Source: an optimization exercise on an open RTL-to-GDS flow (aim: small area). Production flows keep margins and buffers that such runs may drop. Only simulation tests tie the RTL to the original design; equivalence was not proved. Power and IR drop assume default switching activity.

==> design/flow/flow/run.sh <==
#!/bin/bash
# Standard ORFS layout with two changes: ports are buffered with
# sky130_fd_sc_hd__buf_1, and clock tree synthesis uses clkbuf_4 with
# sink clusters of at most 10 flip-flops and no dummy loads.
set -euo pipefail
bash standard.sh finish \
  "BUFFER_PORTS_ARGS=-buffer_cell sky130_fd_sc_hd__buf_1" \
  "CTS_ARGS=-sink_clustering_enable -repair_clock_nets -dont_use_dummy_load -buf_list sky130_fd_sc_hd__clkbuf_4 -sink_clustering_size 10 -sink_clustering_max_diameter 40" \
  > flow_make.log 2>&1
==> design/flow/standard.sh <==
#!/bin/bash
# synth_recipe.tcl (not shown) runs the flow's synth.tcl, then flattens the netlist and writes it again
# the make line also repeats each setting of config.mk as NAME=value (left out here)
make -C /OpenROAD-flow-scripts/flow DESIGN_CONFIG=/design/flow/config.mk WORK_HOME=/design/flow/orfs CLKGATE_MAP_FILE= SYNTH_SCRIPT=/design/flow/synth_recipe.tcl "${@:-finish}"
==> design/flow/config.mk <==
export PLATFORM = sky130hd
export DESIGN_NAME = packet_timestamp_interpolator
export DESIGN_NICKNAME = packet_timestamp_interpolator
export VERILOG_FILES = /design/flow/design.v
export SDC_FILE = /design/flow/constraint.sdc
export NUM_CORES = 4
export LEC_CHECK = 0
export CAP_MARGIN = 35
export CORE_MARGIN = 2
export CORE_UTILIZATION = 40
export SLEW_MARGIN = 35
==> design/flow/constraint.sdc <==
create_clock -name core_clock -period 8.0 [get_ports {clk}]
set_input_delay 1.6000 -clock core_clock [delete_from_list [all_inputs] [get_ports {clk}]]
set_output_delay 1.6000 -clock core_clock [all_outputs]
set_load 0.01 [all_outputs]
==> design/flow/design.v <==
`timescale 1ns / 1ps
module packet_timestamp_interpolator
(
    input  logic         clk,
    input  logic         rst_n,
    input  logic         cfg_valid,
    output logic         cfg_ready,
    input  logic [1:0]   cfg_index,
    input  logic [63:0]  cfg_data,
    input  logic         in_valid,
    output logic         in_ready,
    input  logic [15:0]  packet_length,
    input  logic [63:0]  cycle_count,
    output logic         out_valid,
    input  logic         out_ready,
    output logic [63:0]  timestamp,
    output logic         recalibrated
);
    localparam logic [33:0] TICK_RESET  = 34'd1000000000;
    localparam logic [31:0] SPEED_RESET = 32'd1250;
    localparam logic [4:0] P_IDLE  = 5'd0;
    localparam logic [4:0] P_ZERO  = 5'd1;    
    localparam logic [4:0] P_MUL   = 5'd2;    
    localparam logic [4:0] P_WDIV  = 5'd3;    
    localparam logic [4:0] P_NOW   = 5'd4;    
    localparam logic [4:0] P_Q1DIV = 5'd5;    
    localparam logic [4:0] P_CMP   = 5'd6;    
    localparam logic [4:0] P_UPD   = 5'd7;    
    localparam logic [4:0] P_SDIV  = 5'd8;    
    localparam logic [4:0] P_SCOPY = 5'd9;    
    localparam logic [4:0] P_ACC   = 5'd10;   
    localparam logic [4:0] P_SAT   = 5'd11;   
    localparam logic [4:0] P_ODIV  = 5'd12;   
    localparam logic [4:0] P_FIN   = 5'd13;   
    localparam logic [4:0] P_ACPT  = 5'd14;   
    localparam logic [4:0] P_WCMP  = 5'd15;   
    localparam logic [4:0] P_WFIN  = 5'd16;   
    localparam logic [4:0] P_WMUL  = 5'd17;   
    localparam logic [4:0] P_WNOW  = 5'd18;   
    logic [33:0] tick_r;
    logic [63:0] bc_r;                  
    logic [63:0] bt_r;                  
    logic [5:0]  bco, bto;              
    logic        tick_set, bc_set, bt_set;
    logic        a_reg, a_bt;           
    logic        b_set, s_set;
    logic [63:0] A;                     
    logic [5:0]  ap;                    
    logic [31:0] B;                     
    logic [31:0] S;                     
    logic [31:0] X;                     
    logic [31:0] TH, TL;                
    logic [34:0] R;                     
    logic [6:0]  items;
    logic        ov_r, rc_r;
    logic [4:0]  ph;
    logic [6:0]  j;                     
    logic [6:0]  k;                     
    logic        first, rneg, rprev;
    logic [1:0]  cy;
    logic [2:0]  mc;
    logic        c2, lt, nz, hinz, upd, qnz;
    assign cfg_ready    = 1'b1;
    assign timestamp    = {TH, TL};
    assign recalibrated = rc_r;
    assign out_valid    = ov_r;
    assign in_ready     = (ph == P_ACPT);
    logic cal;
    assign cal = (items == 7'd64);
    logic is_div, is_64;
    assign is_div = (ph == P_WDIV) || (ph == P_Q1DIV) || (ph == P_SDIV) || (ph == P_ODIV);
    assign is_64  = (ph == P_NOW) || (ph == P_CMP) || (ph == P_UPD) || (ph == P_FIN);
    logic last_j;
    always_comb
    begin
        if (is_div || ph == P_ZERO) last_j = (j == 7'd34);
        else if (ph == P_MUL)       last_j = (j == 7'd87);
        else if (is_64)             last_j = (j == 7'd63);
        else                        last_j = (j == 7'd31);
    end
    logic last_k;
    assign last_k = (ph == P_WDIV) ? (k == 7'd87) : (k == 7'd31);
    logic rot;                          
    assign rot = (j >= 7'd4);
    logic jlo;
    assign jlo = (j < 7'd32);
    logic [5:0] bi;
    assign bi = j[5:0];
    logic tick_bit, bc_bit, bt_bit, cyc_bit, len_bit, spd_bit, anc_bit;
    logic [63:0] tick_x, tick_rst_x;
    assign tick_x     = {30'b0, tick_r};
    assign tick_rst_x = {30'b0, TICK_RESET};
    assign tick_bit = (j < 7'd34) & (tick_set ? tick_x[bi] : tick_rst_x[bi]);
    assign bc_bit   = bc_set & bc_r[0];
    assign bt_bit   = bt_set & bt_r[0];
    assign cyc_bit  = cycle_count[bi];
    assign len_bit  = (j < 7'd16) & packet_length[bi[3:0]];
    assign spd_bit  = jlo & (s_set ? S[0] : SPEED_RESET[bi[4:0]]);
    assign anc_bit  = a_reg ? A[0] : (a_bt & bt_bit);
    logic tick_zero;
    assign tick_zero = tick_set & (tick_r == '0);
    logic dbit;
    always_comb
    begin
        if (ph == P_WDIV)
        begin
            if (k < 7'd24)      dbit = X[31];
            else if (k < 7'd56) dbit = TH[31];
            else                dbit = TL[31];
        end
        else
        begin
            dbit = b_set & B[31];
        end
    end
    logic       sub;
    assign sub = first | !rneg;
    logic       alu_a, alu_b, alu_k, cinit;
    always_comb
    begin
        alu_a = 1'b0;
        alu_b = 1'b0;
        alu_k = 1'b0;
        cinit = 1'b0;
        unique case (ph)
            P_MUL:
            begin
                alu_a = cyc_bit;
                alu_b = !bc_bit;
                cinit = 1'b1;
            end
            P_WDIV, P_Q1DIV, P_SDIV, P_ODIV:
            begin
                alu_a = (j == 7'd0) ? dbit : (!first & rprev);
                alu_b = ((ph == P_WDIV) ? tick_bit : spd_bit) ^ sub;
                cinit = sub;
            end
            P_NOW:
            begin
                alu_a = tick_zero | (jlo ? TH[0] : X[0]);
                alu_b = bt_bit;
            end
            P_CMP, P_UPD:
            begin
                alu_a = TL[0];
                alu_b = !anc_bit;
                cinit = 1'b1;
            end
            P_ACC:
            begin
                alu_a = !cal & b_set & B[0];
                alu_b = len_bit;
                alu_k = (j == 7'd3) || (j == 7'd4);
            end
            P_FIN:
            begin
                alu_a = anc_bit;
                alu_b = jlo & X[0];
            end
            default: ;
        endcase
    end
    logic [1:0] cin;
    logic [2:0] asum;
    logic       s;
    assign cin  = (j == 7'd0) ? {1'b0, cinit} : cy;
    assign asum = {2'b0, alu_a} + {2'b0, alu_b} + {2'b0, alu_k} + {1'b0, cin};
    assign s    = asum[0];
    logic q;                            
    assign q = !s;
    logic [3:0] tsum;
    assign tsum = {3'b0, R[28]} + {3'b0, R[26]} + {3'b0, R[25]} + {3'b0, R[23]}
                + {3'b0, R[20]} + {3'b0, R[16]} + {3'b0, R[15]} + {3'b0, R[12]}
                + {1'b0, mc};
    logic pbit;
    assign pbit = tsum[0];
    logic q1b, c2in, c2out;
    assign q1b   = jlo & X[0];
    assign c2in  = (j == 7'd0) ? 1'b0 : c2;
    assign c2out = (anc_bit & q1b) | (anc_bit & c2in) | (q1b & c2in);
    logic nz_n, hinz_n, lt_n, upd_n;
    assign nz_n   = ((j == 7'd0) ? 1'b0 : nz) | s;
    assign hinz_n = ((j == 7'd0) ? 1'b0 : hinz) | (s & !jlo);
    assign lt_n   = jlo ? ((s & !q1b) | (!(s ^ q1b) & ((j == 7'd0) ? 1'b0 : lt))) : lt;
    assign upd_n  = (c2out & asum[1]) | ((c2out ^ asum[1]) & (hinz_n | lt));
    logic [5:0] ap_n;
    logic       al_bc, al_bt;
    assign ap_n  = ap + 6'd1;
    assign al_bc = !bc_set || (ap_n == bco);
    assign al_bt = (ap_n == (bt_set ? bto : 6'd0));
    logic start;
    assign start = (ph == P_IDLE) && in_valid && !ov_r;
    logic [4:0] ph_next;
    always_comb
    begin
        ph_next = ph;
        unique case (ph)
            P_IDLE:  if (start) ph_next = cal ? P_ZERO : P_ACC;
            P_ZERO:  if (last_j) ph_next = P_WMUL;
            P_WMUL:  if (al_bc) ph_next = P_MUL;
            P_MUL:   if (last_j) ph_next = P_WDIV;
            P_WDIV:  if (last_j && last_k) ph_next = P_WNOW;
            P_WNOW:  if (al_bt) ph_next = P_NOW;
            P_NOW:   if (last_j) ph_next = P_Q1DIV;
            P_Q1DIV: if (last_j && last_k) ph_next = P_WCMP;
            P_WCMP:  if (al_bt) ph_next = P_CMP;
            P_CMP:   if (last_j) ph_next = P_UPD;
            P_UPD:   if (last_j) ph_next = (nz && !hinz) ? P_SDIV : P_ACC;
            P_SDIV:  if (last_j && last_k) ph_next = P_SCOPY;
            P_SCOPY: if (last_j) ph_next = P_ACC;
            P_ACC:   if (last_j) ph_next = (asum[2:1] != 2'b0) ? P_SAT : P_ODIV;
            P_SAT:   if (last_j) ph_next = P_ODIV;
            P_ODIV:  if (last_j && last_k) ph_next = P_WFIN;
            P_WFIN:  if (al_bt) ph_next = P_FIN;
            P_FIN:   if (last_j) ph_next = P_ACPT;
            P_ACPT:  ph_next = P_IDLE;
            default: ph_next = P_IDLE;
        endcase
    end
    always_ff @(posedge clk)
    begin
        if (ph == P_IDLE || ph == P_WCMP || ph == P_WFIN || ph == P_WMUL || ph == P_WNOW || last_j)
            j <= '0;
        else
            j <= j + 7'd1;
        if (ph_next != ph)
            k <= '0;
        else if (is_div && last_j)
            k <= k + 7'd1;
    end
    always_ff @(posedge clk or negedge rst_n)
    begin
        if (!rst_n)
        begin
            ph    <= P_IDLE;
            ap    <= '0;
            items <= '0;
            ov_r  <= 1'b0;
        end
        else
        begin
            ph <= ph_next;
            ap <= ap_n;
            if (ph == P_ACPT)
            begin
                items <= cal ? 7'd1 : items + 7'd1;
                ov_r  <= 1'b1;
            end
            else if (out_ready)
            begin
                ov_r  <= 1'b0;
            end
        end
    end
    always_ff @(posedge clk or negedge rst_n)
    begin
        if (!rst_n)
        begin
            tick_set <= 1'b0;
            bc_set   <= 1'b0;
            bt_set   <= 1'b0;
            a_reg    <= 1'b0;
            a_bt     <= 1'b0;
            b_set    <= 1'b0;
            s_set    <= 1'b0;
        end
        else
        begin
            if (cfg_valid && cfg_index == 2'd0) tick_set <= 1'b1;
            if (cfg_valid && cfg_index == 2'd1) bc_set   <= 1'b1;
            if (cfg_valid && cfg_index == 2'd2)
            begin
                bt_set <= 1'b1;
                a_bt   <= 1'b1;
                a_reg  <= 1'b0;
            end
            else if (ph == P_UPD && last_j && upd)
            begin
                a_reg  <= 1'b1;
            end
            if (ph == P_ACC && last_j) b_set <= 1'b1;
            if (ph == P_UPD && last_j && nz) s_set <= 1'b1;
        end
    end
    always_ff @(posedge clk)
    begin
        if (cfg_valid && cfg_index == 2'd0) tick_r <= cfg_data[33:0];
        if (cfg_valid && cfg_index == 2'd1)
        begin
            bc_r <= cfg_data;
            bco  <= ap_n;
        end
        else
        begin
            bc_r <= {bc_r[0], bc_r[63:1]};
        end
        if (cfg_valid && cfg_index == 2'd2)
        begin
            bt_r <= cfg_data;
            bto  <= ap_n;
        end
        else
        begin
            bt_r <= {bt_r[0], bt_r[63:1]};
        end
    end
    always_ff @(posedge clk)
    begin
        rprev <= R[0];
        R     <= {((ph == P_ZERO) || (ph == P_MUL && j[6])) ? 1'b0 : s, R[34:1]};
        cy    <= asum[2:1];
        c2    <= c2out;
        if (ph == P_ZERO)
            mc <= '0;
        else
            mc <= tsum[3:1];
        if (ph == P_CMP)
        begin
            nz   <= nz_n;
            hinz <= hinz_n;
            lt   <= lt_n;
            if (last_j) upd <= upd_n;
        end
        if (ph_next != ph)
            first <= 1'b1;
        else if (is_div && last_j)
            first <= 1'b0;
        if (is_div && last_j)
            rneg <= s;
        if (ph == P_SDIV && k == 7'd0 && j == 7'd0)
            qnz <= 1'b0;
        else if (ph == P_SDIV && last_j)
            qnz <= qnz | q;
        if (ph == P_ACPT)
            rc_r <= cal;
    end
    always_ff @(posedge clk)
    begin
        A <= {(ph == P_UPD && upd) ? TL[0] : A[0], A[63:1]};
    end
    always_ff @(posedge clk)
    begin
        if (ph == P_ACC)
            B <= {s, B[31:1]};
        else if (ph == P_SAT)
            B <= {1'b1, B[31:1]};
        else if ((ph == P_Q1DIV || ph == P_SDIV || ph == P_ODIV) && rot)
            B <= {B[0], B[31:1]};
    end
    always_ff @(posedge clk)
    begin
        if ((ph == P_Q1DIV || ph == P_SDIV || ph == P_ODIV) && jlo)
            S <= {S[0], S[31:1]};
        else if (ph == P_UPD && jlo && nz)
            S <= {hinz ? (j == 7'd0) : s, S[31:1]};
        else if (ph == P_SCOPY)
            S <= {X[0] | ((j == 7'd0) & !qnz), S[31:1]};
    end
    logic x_ins;
    assign x_ins = (j == 7'd34) &&
                   ((ph == P_WDIV && k >= 7'd24) || ph == P_Q1DIV || ph == P_SDIV || ph == P_ODIV);
    always_ff @(posedge clk)
    begin
        if (ph == P_MUL && j[6])
            X <= {pbit, X[31:1]};
        else if ((ph == P_WDIV && k < 7'd56) || ph == P_Q1DIV || ph == P_SDIV || ph == P_ODIV)
        begin
            if (rot)
                X <= {X[0], X[31:2], x_ins ? q : X[1]};
        end
        else if (((ph == P_NOW) && !jlo) || (((ph == P_CMP) || (ph == P_SCOPY) || (ph == P_FIN)) && jlo))
            X <= {X[0], X[31:1]};
    end
    logic th_ins;
    assign th_ins = (j == 7'd34) && (ph == P_WDIV) && (k >= 7'd56);
    always_ff @(posedge clk)
    begin
        if ((ph == P_MUL && !j[6]) || ph == P_NOW || ph == P_FIN)
        begin
            TH <= {(ph == P_MUL) ? pbit : s, TH[31:1]};
            TL <= {TH[0], TL[31:1]};
        end
        else if (ph == P_CMP || ph == P_UPD)
        begin
            TH <= {TL[0], TH[31:1]};
            TL <= {TH[0], TL[31:1]};
        end
        else if (ph == P_WDIV)
        begin
            if (k >= 7'd24 && rot)
                TH <= {TH[0], TH[31:2], th_ins ? q : TH[1]};
            if (k >= 7'd56 && rot)
                TL <= {TL[0], TL[31:1]};
        end
    end
endmodule
==> results.toml, run 1 <==
[timing]
hold_slack_ns = 0.285
max_freq_ghz = 0.169
period_minus_slack_ns = 5.92
rsz0062_at_grt = "no"
finClkSkew_ns = 0.106
finalCritPeriodShare = 0.740
fin_setup_tns_ns = 0
slew_viol_final = 0
hold_viol = 0
worst_pin_slew_ns = 0.839
setup_viol_count_final = 0
slew_headroom = 0.440
setup_ws_ns = 2.08

[cts]
post_cts_resized = 0
post_cts_buffers = 0
clk_pin_slew_ns = 0.09
hold_buffers = 0
cts_buffers = 68
clkSinkCount = 487
cts_tree = "yes"
clockRootBuffer = "clkbuf_4"
htreeDepth = 3
cts_buffer_depth = 3
clk_latency_ns = 0.81

[min_path]
hold_path.class = "register to register"

[setup_path]
critPathArrivalTime_ns = 6.55
crit_fanout = 21
cp_slowest_cell = "dfxtp_2"
cp_cell_sequence = "buf_4 > mux4_2 > mux4_2 > mux4_2 > a221o_1 > fa_1 > ha_1 > inv_1 > fa_1 > nand2_1 > a22oi_1 > o31ai_1 > o32ai_1 > o311a_1 > mux2i_1 > nand4_4 > a211oi_2"
path_class = "register to register"
worst_path_largest_cell_delay_ns = 0.66
crit_family = "multiplexers"
path_buf_inv = 2
cp_common_cell = "mux4_2"
worstSetupEndpointType = "register"
startpoint_type = "register"
worstPathRequired_ns = 8.63

[finish]
layout.nets = 1903
areaGrowthSynthToFinish_pct = 11.0
final_cells = 2314
final_core_util = 0.453
fin_area_sq_um = 19600
drive_gt1_frac = 0.0841
reg_top3 = "A: 64 flops, bc_r: 64 flops, bt_r: 64 flops"

[logic_synthesis]
ys.flop_type = "dfxtp_1"
ys_async_sr_fraction = 0.0513
synthDistinctLibCells = 77
yosysTopAreaCell = "edfxtp_1"
synth-seq-cells = 487
yosysMostFrequentCell = "nand2_1"
avgSynthCellArea_sq_um = 11.8
yosys.area_share.xor_xnor = 0.0206
netlist_instances = 1492
synthMuxAreaShare = 0.0436
synth_nets = 1668
syn-cell-area_sq_um = 17600
synth_edf_count = 212
ys_top_cells_by_area = "edfxtp_1 (36%), dfxtp_1 (28%), nand2_1 (9.5%)"
synth_top_area_frac = 0.361
yosys.area_share.simple = 0.157
synth_common_cells = "nand2_1 (448), dfxtp_1 (250), edfxtp_1 (212)"
yosysWarnings = 1
yosysSeqAreaShare = 0.680
synth_fa_ha_area_frac = 0.0213
synth_top_family_by_area = "simple AND/OR/NAND/NOR gates"
synth-compound-area-share = 0.0535

[place]
hpwl_mm = 25.4
portBuffers = 217
place_ws_ns = 1.47
placed_cell_area_sq_um = 19100
dp_cells = 2242
place_congestion = 0.882

[routing]
routed_wl_mm = 37.6
ant_nets = 0
drc = 0
via_count = 11400
wl_met1_mm = 17.2
post_drt_via_cell_ratio = 4.94
route.met2.wl_mm = 16.9
drt_iter0_markers = 836
wire_per_inst_um = 16.2
dr.max_layer_used = "met4"
firstDrtPassIters = 5
wl_met3_mm = 2.58

[floorplanning]
die-area_sq_um = 45800
coreArea_sq_um = 43300
pin_count = 219
rows = 76
start_util = 0.408
die_w_um = 214
dieHeight_um = 214

[power]
finalPower_mw = 6.55
power_density_nw_per_um2 = 334
power.leakage_nw = 7.55
ir_drop_uv = 161

[status]
status = "finished clean"

[global_route]
grt_use_total = 0.164
grt_max_degree = 67
grt_pass1_vias = 11200
grt_first_pass_wirelength_mm = 59.9
grt_overflow = 0
antenna_found_initial = 2

[run]
max_cap_violations = 0
## layer usage
metal / GRT usage / vias up
li1: - / 5563
met1: 0.221 / 5435
met2: 0.251 / 354
met3: 0.0493 / 82
met4: 0.0566 / 0
met5: 0 / -
## cells by family after synthesis
logic type,count (synthesis)
buffers and inverters,107
and+or+nand+nor,644
muxes,46
DFF,487
adders and majority gates,26
xor gates and xnor gates,38
AOI/OAI and AO/OA,143
other,1
## power by group
part / switching [mW] / total [mW] / internal [mW] / leakage (nW)
Sequential: 0.269 / 3.59 / 3.32 / 4.27
Clock: 0.755 / 1.15 / 0.392 / 0.313
Combinational: 1.12 / 1.81 / 0.690 / 2.97
## final timing paths
| path | cells past startpoint | slack, ns | end | startpoint |
|---|---|---|---|---|
| worst min register to register | 0 | 0.28 | R[26] | R[27] |
| worst max register to register | 17 | 2.08 | k[1] | j[0] |
| max in group asynchronous | 1 | 6.60 | s_set | rst_n |
| min in group asynchronous | 1 | 0.89 | ap[3] | rst_n |
| worst max-delay path | 17 | 2.08 | k[1] | j[0] |
| worst min-delay path | 0 | 0.28 | R[26] | R[27] |
## final cells by class
cell class | instances | area, sq um
multi-input combinational | 898 | 5240
sequential | 487 | 12000
clock buffer | 68 | 510
timing repair buffer | 233 | 936
antenna | 4 | 10.0
fill | 4078 | 23700
tap | 585 | 732
inverter | 39 | 146
## placed cells by master (no fill, tap or decap), types with 11 or more instances in the layout
master / netlist / layout
edfxtp_1: 212 / 212
nor2_1: 67 / 67
nand4_1: 12 / 12
dfxtp_1: 250 / 247
nor3_1: 21 / 21
ha_1: 18 / 18
dfrtp_1: 25 / 25
buf_1: 14 / 216
nor4_1: 12 / 12
o21ai_0: 39 / 37
inv_1: 38 / 36
clkbuf_4: 0 / 68
nand2_1: 448 / 448
a31oi_1: 11 / 11
nand3_1: 24 / 24
buf_4: 1 / 16
mux4_2: 24 / 24
mux2i_1: 15 / 15
a21oi_1: 35 / 35
xnor2_1: 23 / 23
nand2b_1: 14 / 14
xor2_1: 12 / 12
==> run 2, diff against run 1 <==
==> design/flow/run.sh (new file) <==
#!/bin/bash
# synth_recipe.tcl (not shown) runs the flow's synth.tcl, then flattens the netlist and writes it again
# the make line also repeats each setting of config.mk as NAME=value (left out here)
make -C /OpenROAD-flow-scripts/flow DESIGN_CONFIG=/design/flow/config.mk WORK_HOME=/design/flow/orfs CLKGATE_MAP_FILE= SYNTH_SCRIPT=/design/flow/synth_recipe.tcl finish
removed: design/flow/flow/run.sh
removed: design/flow/standard.sh
==> results.toml, run 2 <==
[global_route]
grt_pass1_vias = 11300
grtUsageMet3 = 0.0372
grtUsageMet1 = 0.229
antenna_found_initial = 2
grt_max_degree = 67
busiest_layer = "met2"
grt_first_pass_wirelength_mm = 61.5
grt_overflow = 0
grt_use_total = 0.166
grt_use_met2 = 0.263

[logic_synthesis]
syn-cell-area_sq_um = 17600
synthDistinctLibCells = 77
synth-seq-cells = 487
yosysTopAreaCell = "edfxtp_1"
avgSynthCellArea_sq_um = 11.8
synth_common_cells = "nand2_1 (448), dfxtp_1 (250), edfxtp_1 (212)"
netlist_instances = 1492
ys.flop_type = "dfxtp_1"
ys_async_sr_fraction = 0.0513
synth_nets = 1668
synth_edf_count = 212
ys_top_cells_by_area = "edfxtp_1 (36%), dfxtp_1 (28%), nand2_1 (9.5%)"
synth_top_area_frac = 0.361
yosysMostFrequentCell = "nand2_1"
yosysWarnings = 1
yosysSeqAreaShare = 0.680

[setup_path]
critPathArrivalTime_ns = 6.62
cp_slowest_cell = "fa_1"
r2r_start = "j[0]"
worst_path_largest_cell_delay_ns = 0.54
worstSetupEndpointType = "register"
path_class = "input pin to register"
cp_cell_sequence = "clkdlybuf4s50_1 > mux4_2 > mux2i_1 > a21oi_1 > mux4_2 > a221o_1 > fa_1 > ha_1 > inv_1 > fa_1 > nand2_1 > a22oi_1 > o31ai_1 > o32ai_1 > o311a_1 > mux2i_1 > nand4_4 > a211oi_2"
path_buf_inv = 2
crit_family = "multiplexers"
worstPathRequired_ns = 8.49
crit_fanout = 8
cp-startpoint = "cycle_count[23]"
startpoint_type = "input pin"

[cts]
cts_tree = "yes"
clk_latency_ns = 0.57
cts_buffers = 48
cts_buffer_depth = 3
post_cts_resized = 0
hold_buffers = 0
htreeDepth = 2
clkSinkCount = 487
clockRootBuffer = "clkbuf_16"
clk_pin_slew_ns = 0.06
post_cts_buffers = 0

[power]
switching_power_mw = 2.32
seq_power_share = 0.461
p_sw_frac = 0.296
comb_power_share = 0.251
power.leakage_nw = 8.64
power_density_nw_per_um2 = 356
ir_drop_uv = 179
p_int_mw = 5.52
power_frac_clock = 0.288

[place]
place_congestion = 0.905
hpwl_mm = 25.8
dp_cells = 2243
portBuffers = 217
placed_cell_area_sq_um = 20400

[timing]
finClkSkew_ns = 0.0124
rsz0062_at_grt = "no"
fin_setup_tns_ns = 0
slew_viol_final = 0
slew_headroom = 0.448
setup_viol_count_final = 0
finalCritPeriodShare = 0.766
period_minus_slack_ns = 6.13
worst_pin_slew_ns = 0.827
max_freq_ghz = 0.163
hold_viol = 0

[min_path]
hold_path.class = "register to register"
worstHoldStart = "A[43]"

[routing]
post_drt_via_cell_ratio = 4.90
drt_iter0_markers = 865
ant_nets = 0
wire_per_inst_um = 16.4
routed_wl_mm = 38.3
firstDrtPassIters = 5
via_count = 11400
drc = 0

[floorplanning]
dieHeight_um = 214
die_w_um = 214
start_util = 0.408
die-area_sq_um = 45800
coreArea_sq_um = 43300
rows = 76
pin_count = 219

[finish]
final_core_util = 0.510
final_common_cell = "nand2_1"
most-common-layout-cells = "nand2_1 (448), dfxtp_1 (247), clkdlybuf4s50_1 (217), edfxtp_1 (212), nor2_1 (67)"
areaGrowthSynthToFinish_pct = 25.0
final_cells = 2334
drive_gt1_frac = 0.0875
reg_top3 = "A: 64 flops, bc_r: 64 flops, bt_r: 64 flops"
fin_area_sq_um = 22000
layout.nets = 1884

[run]
max_cap_violations = 0

[status]
status = "finished clean"
[run 2: cell counts after synthesis]
Identical to the previous run, type by type.
[run 2: final timing paths]
path                            end  slack [ns]  depth (start not counted)
min in group asynchronous  items[0]        1.43                          2
min reg2reg                   A[42]        0.32                          0
max in group asynchronous     ap[5]        6.26                          2
max reg2reg                    k[1]        2.13                         17
min                           A[42]        0.32                          0
max                            k[1]        1.87                         18
[run 2: metal layers]
layer / up-vias / part of all wire
met1: 5528 / 0.46
met4: 2 / 0.027
li1: 5549 / -
met5: - / 0.00029
met3: 75 / 0.060
met2: 291 / 0.45
[run 2: logic make-up (layout without fill, tap and decap cells)]
| logic type | after synthesis | in the layout | share of synthesized area |
|---|---|---|---|
| AND/OR/NAND/NOR | 644 | 644 | 0.157 |
| other | 1 | 2 | 0.000213 |
| flip-flops | 487 | 487 | 0.680 |
| multiplexers | 46 | 46 | 0.0436 |
| buffers and inverters | 107 | 363 | 0.0239 |
| XOR/XNOR | 38 | 38 | 0.0206 |
| AO/OA/AOI/OAI | 143 | 143 | 0.0535 |
| adder cells (fa/ha/maj) | 26 | 26 | 0.0213 |
[run 2: per-stage QoR]
stage	power, mW	setup WS, ns	hold WS [ns]
floorplan	4.85	2.12	0.310
global route	8.29	1.60	0.321
CTS	7.95	1.90	0.317
global placement	5.61	1.31	0.312
finish	7.84	1.87	0.320
detailed placement	5.65	1.29	0.312
[run 2: layout make-up]
type	count	area, sq um
antenna	1	2.50
clock buffer	74	1450
clock inverter	16	169
fill	3842	21200
inverter	39	146
multi-input combinational	898	5240
sequential	487	12000
tap	585	732
timing repair buffer	234	2300
[run 2: power by group through the flow]
| stage | clock, mW | sequential, mW | combinational [mW] |
|---|---|---|---|
| 3_5_place_dp | 0 | 3.66 | 1.99 |
| 2_1_floorplan | 0 | 3.59 | 1.27 |
| 5_1_grt | 2.42 | 3.68 | 2.19 |
| 6_report | 2.26 | 3.61 | 1.97 |
| 4_1_cts | 2.33 | 3.63 | 2.00 |
| 3_3_place_gp | 0 | 3.66 | 1.95 |

separate check: timing with driven ports:
How much do the figures lean on ideal ports? The routed layouts below were timed once more, with nothing changed but the port constraints.
Step 1 sets driving cells, clkbuf_16 on the clock port and buf_2 on the other inputs (assumed; they add their load-dependent delay and slew).
Step 2 moves the port delays by t, midway between the first and last clock arrival at a register: inputs arrive t later, outputs are due t later. That takes back most of the time a late clock gives input paths.
Slacks: no drivers / after step 1 / after step 2; pairs: no drivers / after step 1.
run	t, ns	slack for setup (ns)	slew at the worst register clock pin (ns)	cell pins on the clock port's net
run 1	0.802	2.082 / 2.082 / 1.448	0.11 / 0.11	1
run 2	0.620	1.875 / 1.907 / 1.287	0.06 / 0.06	1
After both steps every run listed still meets setup and hold. For run 1, which loses most, drivers alone change the setup slack by 0.000 ns; drivers and shift together by -0.634 ns.
